Source: an optimization exercise on an open RTL-to-GDS flow (aim: small area and few clock cycles per item). Production flows keep margins and buffers that such runs may drop. RTL that was checked went through simulation tests only; none was proved equivalent to the original.

==> inputs of run G <==
Design delta_top, start of the top module:
module delta_top (
    input  logic   clk,
    input  logic   rst,
    input  logic   in_valid,
    input  delta_pkg::coeff_t in_coeff,
    output logic   in_ready,
    output logic   out_valid,
    output delta_pkg::delta_t out_delta,
    input  logic   out_ready
);
    localparam int NC = delta_pkg::NUM_COEFFS;
    localparam int RL = delta_pkg::RING_LEN;
    localparam int CW = delta_pkg::COEFF_W;
    logic [RL*CW-1:0] ring;          
    logic [5:0]       phase;         
    logic [3:0]       coeff_idx;     
    logic [1:0]       frame_cnt;     
    logic             stall;
    logic             take;
    logic signed [15:0] c_f1, c_f3, c_f4;
    logic signed [18:0] num_d;
    logic signed [18:0] num_q;
    logic               num_valid;
    logic signed [15:0] delta_d;
    logic signed [15:0] delta_q;
    assign stall    = out_valid && !out_ready;
    assign in_ready = (phase == 6'd0) && !stall;
    assign take     = in_valid && in_ready;
    assign c_f1  = ring[12*CW +: CW];
    assign c_f3  = ring[38*CW +: CW];
    assign c_f4  = ring[51*CW +: CW];
    assign num_d = 19'({~in_coeff[15], in_coeff[14:0]}) * 19'd2
                 + 19'({~c_f1[15], c_f1[14:0]})
                 + 19'({c_f3[15], ~c_f3[14:0]})
                 + 19'({c_f4[15], ~c_f4[14:0]}) * 19'd2
                 + 19'd327683;
    delta_datapath delta_datapath_inst (
        .num   (num_q),
        .delta (delta_d)
    );
    always_ff @(posedge clk) begin
        ring[CW +: (RL-1)*CW] <= ring[0 +: (RL-1)*CW];
        ring[0 +: CW]         <= take ? in_coeff : ring[(RL-1)*CW +: CW];
        if (take && frame_cnt == 2'd0) begin
            ring[1*NC*CW +: CW] <= in_coeff;
            ring[2*NC*CW +: CW] <= in_coeff;
        end
    end
    always_ff @(posedge clk) begin
        if (rst) begin
            phase     <= '0;
            coeff_idx <= '0;
            frame_cnt <= '0;
            num_valid <= 1'b0;
            out_valid <= 1'b0;
        end else begin
            if (!take) begin
                phase <= (phase == 6'(RL-1)) ? 6'd0 : phase + 6'd1;
            end
            if (take) begin
                if (coeff_idx == 4'(NC-1)) begin
                    coeff_idx <= '0;
  ...
==> module delta_top, before the edit <==
module delta_top (
    input  logic   clk,
    input  logic   rst,
    input  logic   in_valid,
    input  delta_pkg::coeff_t in_coeff,
    output logic   in_ready,
    output logic   out_valid,
    output delta_pkg::delta_t out_delta,
    input  logic   out_ready
);
    localparam int NC = delta_pkg::NUM_COEFFS;
    localparam int RL = delta_pkg::RING_LEN;
    localparam int CW = delta_pkg::COEFF_W;
    logic [RL*CW-1:0] ring;          
    logic [5:0]       phase;         
    logic [3:0]       coeff_idx;     
    logic [1:0]       frame_cnt;     
    logic             stall;
    logic             take;
    logic signed [15:0] c_f1, c_f3, c_f4;
    logic signed [18:0] num_d;
    logic signed [18:0] num_q;
    logic               num_valid;
    logic signed [15:0] delta_d;
    logic signed [15:0] delta_q;
    assign stall    = out_valid && !out_ready;
    assign in_ready = (phase == 6'd0) && !stall;
    assign take     = in_valid && in_ready;
    assign c_f1  = ring[12*CW +: CW];
    assign c_f3  = ring[38*CW +: CW];
    assign c_f4  = ring[51*CW +: CW];
    assign num_d = 19'({~in_coeff[15], in_coeff[14:0]}) * 19'd2
                 + 19'({~c_f1[15], c_f1[14:0]})
                 + 19'({c_f3[15], ~c_f3[14:0]})
                 + 19'({c_f4[15], ~c_f4[14:0]}) * 19'd2
                 + 19'd327683;
    delta_datapath delta_datapath_inst (
        .num   (num_q),
        .delta (delta_d)
    );
    always_ff @(posedge clk) begin
        ring[CW +: (RL-1)*CW] <= ring[0 +: (RL-1)*CW];
        ring[0 +: CW]         <= take ? in_coeff : ring[(RL-1)*CW +: CW];
        if (take && frame_cnt == 2'd0) begin
            ring[1*NC*CW +: CW] <= in_coeff;
            ring[2*NC*CW +: CW] <= in_coeff;
        end
    end
    always_ff @(posedge clk) begin
        if (rst) begin
            phase     <= '0;
            coeff_idx <= '0;
            frame_cnt <= '0;
            num_valid <= 1'b0;
            out_valid <= 1'b0;
        end else begin
            if (!take) begin
                phase <= (phase == 6'(RL-1)) ? 6'd0 : phase + 6'd1;
            end
            if (take) begin
                if (coeff_idx == 4'(NC-1)) begin
                    coeff_idx <= '0;
                    if (frame_cnt != 2'd2) frame_cnt <= frame_cnt + 2'd1;
                end else begin
                    coeff_idx <= coeff_idx + 4'd1;
                end
            end
            if (!stall) begin
                num_valid <= take && (frame_cnt == 2'd2);
                out_valid <= num_valid;
            end
        end
    end
    always_ff @(posedge clk) begin
        if (take)   num_q   <= num_d;
        if (!stall) delta_q <= delta_d;
    end
    assign out_delta = {{2{delta_q[15]}}, delta_q};
endmodule
==> module delta_datapath, before the edit <==
module delta_datapath (
    input  logic signed [18:0] num,
    output logic signed [15:0] delta    
);
    logic signed [20:0] num3;
    logic signed [31:0] prod;
    assign num3  = 21'(num) + (21'(num) <<< 1);
    assign prod  = (32'(num3) <<< 2) + (32'(num3) <<< 6) + (32'(num3) <<< 10) + 32'(num);
    assign delta = prod[15 +: 16];
endmodule
==> flow/config.mk <==
export PLATFORM = sky130hd
export DESIGN_NAME = delta_top
export DESIGN_NICKNAME = delta_top
export VERILOG_FILES = /design/flow/design.v
export SDC_FILE = /design/flow/constraint.sdc
export NUM_CORES = 4
export LEC_CHECK = 0
export CAP_MARGIN = 20
export CORE_MARGIN = 2
export CORE_UTILIZATION = 65
export CTS_BUF_LIST = sky130_fd_sc_hd__clkbuf_8
export CTS_CLUSTER_DIAMETER = 50
export CTS_CLUSTER_SIZE = 16
export PLACE_DENSITY = 0.75
export SLEW_MARGIN = 20
==> flow/constraint.sdc <==
create_clock -name core_clock -period 7.0 [get_ports {clk}]
set_input_delay 1.4000 -clock core_clock [delete_from_list [all_inputs] [get_ports {clk}]]
set_output_delay 1.4000 -clock core_clock [all_outputs]
set_load 0.01 [all_outputs]
standard.sh (not shown) runs the stock make flow with config.mk's settings and CLKGATE_MAP_FILE= SYNTH_SCRIPT=/design/flow/synth_recipe.tcl, a recipe that flattens the netlist after the stock synthesis.
==> flow/flow/run.sh <==
#!/bin/bash
# The standard layout (the standard.sh, standard synthesis unchanged) with
# three make variables changed:
#  - port buffers use buf_2 instead of the cell buffer_ports picks by itself
#  - the clock tree is built without dummy loads
#  - power recovery after global routing (downsizes cells that have slack)
set -euo pipefail
bash standard.sh \
  BUFFER_PORTS_ARGS="-buffer_cell sky130_fd_sc_hd__buf_2" \
  CTS_ARGS="-sink_clustering_enable -repair_clock_nets -sink_clustering_size 16 -sink_clustering_max_diameter 50 -buf_list sky130_fd_sc_hd__clkbuf_8 -dont_use_dummy_load" \
  RECOVER_POWER=100 \
  finish > standard.log 2>&1
==> run Z: changes against run G <==
--- a/flow/design.v
+++ b/flow/design.v
@@ -55,11 +55,7 @@
     assign c_f1  = ring[12*CW +: CW];
     assign c_f3  = ring[38*CW +: CW];
     assign c_f4  = ring[51*CW +: CW];
-    assign num_d = 19'({~in_coeff[15], in_coeff[14:0]}) * 19'd2
-                 + 19'({~c_f1[15], c_f1[14:0]})
-                 + 19'({c_f3[15], ~c_f3[14:0]})
-                 + 19'({c_f4[15], ~c_f4[14:0]}) * 19'd2
-                 + 19'd327683;
+    assign num_d = (19'(c_f1) - 19'(c_f3)) + ((19'(in_coeff) - 19'(c_f4)) <<< 1);
     delta_datapath delta_datapath_inst (
         .num   (num_q),
         .delta (delta_d)
==> flow/run.sh (new file) <==
#!/bin/bash
# synth_recipe.tcl (not shown) runs the flow's synth.tcl, then flattens the netlist and writes it again
# the make line also repeats each setting of config.mk as NAME=value (left out here)
make -C /OpenROAD-flow-scripts/flow DESIGN_CONFIG=/design/flow/config.mk WORK_HOME=/design/flow/orfs CLKGATE_MAP_FILE= SYNTH_SCRIPT=/design/flow/synth_recipe.tcl finish
- CORE_UTILIZATION: 65 -> 80
- PLACE_DENSITY: 0.75 -> 0.9
removed: flow/flow/run.sh
removed: flow/standard.sh
==> run R: changes against run G <==
--- a/flow/design.v
+++ b/flow/design.v
@@ -14,14 +14,17 @@
 endpackage
 `timescale 1ns/1ps
 module delta_datapath (
-    input  logic signed [18:0] num,
+    input  logic signed [15:0] p0,      
+    input  logic signed [15:0] p1,      
+    input  logic signed [15:0] p3,      
+    input  logic signed [15:0] p4,      
     output logic signed [15:0] delta    
 );
-    logic signed [20:0] num3;
-    logic signed [31:0] prod;
-    assign num3  = 21'(num) + (21'(num) <<< 1);
-    assign prod  = (32'(num3) <<< 2) + (32'(num3) <<< 6) + (32'(num3) <<< 10) + 32'(num);
-    assign delta = prod[15 +: 16];
+    logic signed [18:0] num;
+    logic signed [34:0] prod;
+    assign num   = (19'(p1) - 19'(p3)) + ((19'(p0) - 19'(p4)) <<< 1);
+    assign prod  = 35'(num) * 35'sd6554;
+    assign delta = prod[16 +: 16];
 endmodule
 `timescale 1ns/1ps
 module delta_top (
@@ -41,27 +44,16 @@
     logic [5:0]       phase;         
     logic [3:0]       coeff_idx;     
     logic [1:0]       frame_cnt;     
-    logic             stall;
     logic             take;
-    logic signed [15:0] c_f1, c_f3, c_f4;
-    logic signed [18:0] num_d;
-    logic signed [18:0] num_q;
-    logic               num_valid;
     logic signed [15:0] delta_d;
     logic signed [15:0] delta_q;
-    assign stall    = out_valid && !out_ready;
-    assign in_ready = (phase == 6'd0) && !stall;
+    assign in_ready = (phase == 6'd0) && (!out_valid || out_ready);
     assign take     = in_valid && in_ready;
-    assign c_f1  = ring[12*CW +: CW];
-    assign c_f3  = ring[38*CW +: CW];
-    assign c_f4  = ring[51*CW +: CW];
-    assign num_d = 19'({~in_coeff[15], in_coeff[14:0]}) * 19'd2
-                 + 19'({~c_f1[15], c_f1[14:0]})
-                 + 19'({c_f3[15], ~c_f3[14:0]})
-                 + 19'({c_f4[15], ~c_f4[14:0]}) * 19'd2
-                 + 19'd327683;
     delta_datapath delta_datapath_inst (
-        .num   (num_q),
+        .p0    (in_coeff),
+        .p1    (ring[12*CW +: CW]),
+        .p3    (ring[38*CW +: CW]),
+        .p4    (ring[51*CW +: CW]),
         .delta (delta_d)
     );
     always_ff @(posedge clk) begin
@@ -77,7 +69,6 @@
             phase     <= '0;
             coeff_idx <= '0;
             frame_cnt <= '0;
-            num_valid <= 1'b0;
             out_valid <= 1'b0;
         end else begin
             if (!take) begin
@@ -90,16 +81,14 @@
                 end else begin
                     coeff_idx <= coeff_idx + 4'd1;
                 end
-            end
-            if (!stall) begin
-                num_valid <= take && (frame_cnt == 2'd2);
-                out_valid <= num_valid;
+                out_valid <= (frame_cnt == 2'd2);
+            end else if (out_ready) begin
+                out_valid <= 1'b0;
             end
         end
     end
     always_ff @(posedge clk) begin
-        if (take)   num_q   <= num_d;
-        if (!stall) delta_q <= delta_d;
+        if (take) delta_q <= delta_d;
     end
     assign out_delta = {{2{delta_q[15]}}, delta_q};
 endmodule
==> flow/run.sh (new file) <==
#!/bin/bash
# synth_recipe.tcl (not shown) runs the flow's synth.tcl, then flattens the netlist and writes it again
# the make line also repeats each setting of config.mk as NAME=value (left out here)
make -C /OpenROAD-flow-scripts/flow DESIGN_CONFIG=/design/flow/config.mk WORK_HOME=/design/flow/orfs CLKGATE_MAP_FILE= SYNTH_SCRIPT=/design/flow/synth_recipe.tcl finish
- CORE_UTILIZATION: 65 -> 40
- CTS_BUF_LIST: sky130_fd_sc_hd__clkbuf_8 -> default
- CTS_CLUSTER_DIAMETER: 50 -> default
- CTS_CLUSTER_SIZE: 16 -> default
- PLACE_DENSITY: 0.75 -> default
removed: flow/flow/run.sh
removed: flow/standard.sh
==> comparison <==
Run G completed, yet does not pass: max-capacitance violations, max-slew violations. Run Z completed without violations. Run R completed and failed the layout checks on negative setup slack.
Wire length, lowest first: run G, run R, run Z.
The highest register-to-register slack belongs to run G, the lowest to run R.
In run Z the clock skew is higher than in run R, by 0.014 ns.
The highest via count belongs to run Z, the lowest to run G.
In run R the global-route usage is lower than in run Z, by 21 points.
In run G the sequential cell count is higher than in run R, by 20.
The lowest die area belongs to run Z, the highest to run R.
The highest count of clock-buffer cells in the layout belongs to run R, the lowest to run G.
Testbench counts of run G, summed over its fixed seeds: cycles 5,008, deltas 4,784.
Testbench counts of run Z, summed over its fixed seeds: cycles 5,008, deltas 4,784.
Function not checked in run R: the RTL went through the layout flow alone.

## re-timing with driven ports
The flow's constraints put no driver on any port. The routed layouts listed below were extracted and timed again, unchanged, in two steps. Step 1: set_driving_cell puts a clkbuf_16 on clk and a buf_2 on each other input, an assumption about the parent block. Step 2 times the ports against the registers' clock, not the clock port: input delays grow and output delays shrink by t, the midpoint of the rising clock arrivals with the driver on. Three values: no drivers, after step 1, after step 2; two values: the first two.
run | shift t [ns] | setup WS [ns] | hold WS [ns] | latest minus earliest clock arrival (ns) | worst register clock-pin slew, ns
run G | 0.641 | 1.004 / 1.004 / 0.397 | 0.271 / 0.271 / 0.271 | 0.093 / 0.093 | 0.09 / 0.09
run Z | 0.675 | 0.823 / 0.845 / 0.169 | 0.308 / 0.308 / 0.308 | 0.062 / 0.061 | 0.12 / 0.12
run R | 0.656 | -1.742 / -1.745 / -2.401 | 0.300 / 0.300 / 0.300 | 0.032 / 0.032 | 0.06 / 0.06
For run R, which loses most, drivers alone change the setup slack by -0.003 ns; drivers and shift together by -0.659 ns.
